Source: an optimization exercise on an open RTL-to-GDS flow (aim: small area, a short achievable clock period and few clock cycles per item). Production flows keep margins and buffers that such runs may drop. Only simulation tests tie the RTL to the original design; equivalence was not proved.

## main
==> flow/design.v <==
`default_nettype none
package bch_pkg;
    localparam int gf_width = 4;
    typedef logic [gf_width-1:0] gf_exp_t;
    typedef logic [gf_width-1:0] gf_vec_t;
    typedef logic [gf_width-1:0] loc_t;
    localparam gf_exp_t zero_exp = gf_exp_t'(15);
    function automatic gf_vec_t exp_to_vec(input gf_exp_t e);
        gf_vec_t v;
        v = 4'b0001;
        for (int i = 0; i < 14; i++) begin
            if (i < e) v = {v[2:0], 1'b0} ^ (v[3] ? 4'b0011 : 4'b0000);
        end
        if (e == zero_exp) v = 4'b0000;
        exp_to_vec = v;
    endfunction
    function automatic gf_vec_t gf_mul(input gf_vec_t a, input gf_vec_t b);
        logic [6:0] p;
        p = '0;
        for (int i = 0; i < 4; i++) begin
            if (b[i]) p = p ^ (7'(a) << i);
        end
        for (int i = 6; i >= 4; i--) begin
            if (p[i]) p = p ^ (7'b0010011 << (i - 4));
        end
        gf_mul = p[3:0];
    endfunction
    function automatic gf_vec_t gf_sq(input gf_vec_t a);
        gf_sq = gf_mul(a, a);
    endfunction
    function automatic gf_vec_t gf_inv(input gf_vec_t a);
        gf_vec_t a2, a4, a8;
        a2 = gf_sq(a);
        a4 = gf_sq(a2);
        a8 = gf_sq(a4);
        gf_inv = gf_mul(gf_mul(a8, a4), a2);
    endfunction
endpackage
`default_nettype wire
`timescale 1ns/1ps
`default_nettype none
module bch_decoder (
    input  logic             clk,
    input  logic             rst_n,
    input  logic             in_valid,
    input  bch_pkg::gf_exp_t in_syndrome,
    output logic             out_valid,
    output bch_pkg::loc_t    out_location
);
    logic [2:0]       phase;
    bch_pkg::gf_vec_t in_vec;
    bch_pkg::gf_vec_t s1;        
    bch_pkg::gf_vec_t det;       
    bch_pkg::gf_vec_t num;       
    bch_pkg::gf_vec_t s1_cube;
    bch_pkg::gf_vec_t s1_fifth;
    logic             fire;
    always_ff @(posedge clk or negedge rst_n) begin
        if (!rst_n) begin
            phase <= '0;
        end else if (phase == 3'd0) begin
            phase <= in_valid ? 3'd1 : 3'd0;
        end else begin
            phase <= phase + 3'd1;
        end
    end
    always_comb begin
        in_vec   = bch_pkg::exp_to_vec(in_syndrome);
        s1_cube  = bch_pkg::gf_mul(bch_pkg::gf_sq(s1), s1);
        s1_fifth = bch_pkg::gf_mul(bch_pkg::gf_sq(bch_pkg::gf_sq(s1)), s1);
    end
    always_ff @(posedge clk) begin
        if (phase == 3'd0) s1 <= in_vec;
        if (phase == 3'd2) det <= in_vec ^ s1_cube;
        if (phase == 3'd4) num <= in_vec ^ s1_fifth;
    end
    assign fire = (phase == 3'd5);
    bch_pkg::gf_vec_t p, sig2, sig3, xv;
    bch_pkg::gf_vec_t tk [4];
    bch_pkg::gf_vec_t lo_sum [4];
    bch_pkg::gf_vec_t hi_sum [4];
    logic [14:0]      is_root;
    always_comb begin
        p    = bch_pkg::gf_mul(num, bch_pkg::gf_inv(det));
        sig2 = bch_pkg::gf_sq(s1) ^ p;
        sig3 = det ^ s1_cube ^ bch_pkg::gf_mul(s1, p);
        for (int k = 0; k < 4; k++) begin
            tk[k] = bch_pkg::gf_mul(s1, bch_pkg::exp_to_vec(4'(2 * k)))
                  ^ bch_pkg::gf_mul(sig2, bch_pkg::exp_to_vec(4'(k)));
        end
        lo_sum[0] = 4'b0000;
        lo_sum[1] = tk[0];
        lo_sum[2] = tk[1];
        lo_sum[3] = tk[0] ^ tk[1];
        hi_sum[0] = sig3;
        hi_sum[1] = sig3 ^ tk[2];
        hi_sum[2] = sig3 ^ tk[3];
        hi_sum[3] = sig3 ^ tk[2] ^ tk[3];
        for (int i = 0; i < 15; i++) begin
            xv = bch_pkg::exp_to_vec(4'(i));
            is_root[i] = ((lo_sum[xv[1:0]] ^ hi_sum[xv[3:2]])
                          == bch_pkg::exp_to_vec(4'((3 * i) % 15)));
        end
    end
    bch_pkg::loc_t next_loc;
    always_comb begin
        next_loc = 4'd15;
        for (int i = 14; i >= 0; i--) begin
            if (is_root[i] && (fire || 4'(i) > out_location)) next_loc = 4'(i);
        end
    end
    always_ff @(posedge clk or negedge rst_n) begin
        if (!rst_n) begin
            out_valid    <= 1'b0;
            out_location <= '0;
        end else if (phase >= 3'd5) begin
            out_valid    <= 1'b1;
            out_location <= next_loc;
        end else begin
            out_valid    <= 1'b0;
            out_location <= '0;
        end
    end
endmodule
`default_nettype wire
Settings: LEC_CHECK=0, CAP_MARGIN=20, CORE_MARGIN=2, CORE_UTILIZATION=40, SLEW_MARGIN=20; clock period 60.0 ns.
standard.sh (not shown) runs the stock make flow with config.mk's settings and CLKGATE_MAP_FILE= SYNTH_SCRIPT=/design/flow/synth_recipe.tcl, a recipe that flattens the netlist after the stock synthesis.
==> flow/flow/run.sh <==
#!/bin/bash
# Own layout flow: the standard synthesis, then the combinational logic
# is re-mapped by ABC with an area-oriented script (the standard synthesis
# extracts half adders from the GF(16) XOR logic and upsizes for a 60 ps
# target). Registers are kept exactly as the standard synthesis made them.
# Then the standard layout from floorplan to finish.
set -euo pipefail
here=$(pwd)
R=$here/orfs/results/${FLOW_PLATFORM}/bch_decoder/base
bash standard.sh synth > $here/synth_standard.log 2>&1
cp $R/1_2_yosys.v $here/1_2_yosys.standard.v
STD_NETLIST=$here/1_2_yosys.standard.v OUT_NETLIST=$here/1_2_yosys.remapped.v \
  yosys -c $here/flow/remap.tcl > $here/remap.log 2>&1
cp $here/1_2_yosys.remapped.v $R/1_2_yosys.v
rm -f $R/1_synth.odb $R/1_synth.sdc
bash standard.sh "BUFFER_PORTS_ARGS=-buffer_cell sky130_fd_sc_hd__buf_2" finish > $here/layout.log 2>&1
Other scripts of this flow, unchanged in this note and not shown: flow/flow/remap.tcl
Testbench counts of main, summed over its fixed seeds: cycles 32,000, blocks 4,000.
The inputs of the feature branch differ from those of main as listed below.
diff --git a/flow/design.v b/flow/design.v
--- a/flow/design.v
+++ b/flow/design.v
@@ -47,8 +47,10 @@
     output logic             out_valid,
     output bch_pkg::loc_t    out_location
 );
     logic [2:0]       phase;
+    logic             det_zero;
+    logic             beat;
     bch_pkg::gf_vec_t in_vec;
     bch_pkg::gf_vec_t s1;        
     bch_pkg::gf_vec_t det;       
     bch_pkg::gf_vec_t num;       
@@ -59,8 +61,10 @@
         if (!rst_n) begin
             phase <= '0;
         end else if (phase == 3'd0) begin
             phase <= in_valid ? 3'd1 : 3'd0;
+        end else if (phase == 3'd6 && det_zero) begin
+            phase <= 3'd0;
         end else begin
             phase <= phase + 3'd1;
         end
     end
@@ -73,9 +77,11 @@
         if (phase == 3'd0) s1 <= in_vec;
         if (phase == 3'd2) det <= in_vec ^ s1_cube;
         if (phase == 3'd4) num <= in_vec ^ s1_fifth;
     end
-    assign fire = (phase == 3'd5);
+    assign det_zero = (det == 4'b0000);
+    assign fire     = det_zero ? (phase == 3'd4) : (phase == 3'd5);
+    assign beat     = (phase >= 3'd5) || fire;
     bch_pkg::gf_vec_t p, sig2, sig3, xv;
     bch_pkg::gf_vec_t tk [4];
     bch_pkg::gf_vec_t lo_sum [4];
     bch_pkg::gf_vec_t hi_sum [4];
@@ -112,9 +118,9 @@
     always_ff @(posedge clk or negedge rst_n) begin
         if (!rst_n) begin
             out_valid    <= 1'b0;
             out_location <= '0;
-        end else if (phase >= 3'd5) begin
+        end else if (beat) begin
             out_valid    <= 1'b1;
             out_location <= next_loc;
         end else begin
             out_valid    <= 1'b0;
## What came out
The feature branch: final cell area excluding filler cells higher than main
Comparing main and the feature branch, sequential cell area share is higher on main.
main -> the feature branch: routed metal-1 wirelength decreased by a few percent
Diff the feature branch..main | mean instance size in the synthesized netlist | negligible
Overall routed net length: the feature branch < main
For the worst setup slack, the feature branch came in 0.036 ns lower than main did.
Testbench counts of the feature branch, summed over its fixed seeds: cycles 29,957, blocks 4,000.

==> what the ideal ports hide <==
The results above use ideal ports. As a check the final layouts listed here were re-extracted and re-timed, cells and wires unchanged.
Step 1 assumes that a clkbuf_16 drives the clock port and a buf_2 every other input.
Step 2 moves the port delays by t, midway between the first and last clock arrival at a register: inputs arrive t later, outputs are due t later. That takes back most of the time a late clock gives input paths.
Slacks: ideal ports / drivers / drivers and shift; pairs: ideal ports / drivers.
| run | t, ns | setup slack, ns | hold slack, ns | pins driven straight from the clock port |
|---|---|---|---|---|
| main | 0.280 | 46.994 / 46.997 / 46.717 | 0.509 / 0.509 / 0.509 | 1 |
| the feature branch | 0.278 | 46.958 / 46.960 / 46.681 | 0.528 / 0.528 / 0.528 | 1 |
After both steps every run listed still meets setup and hold.
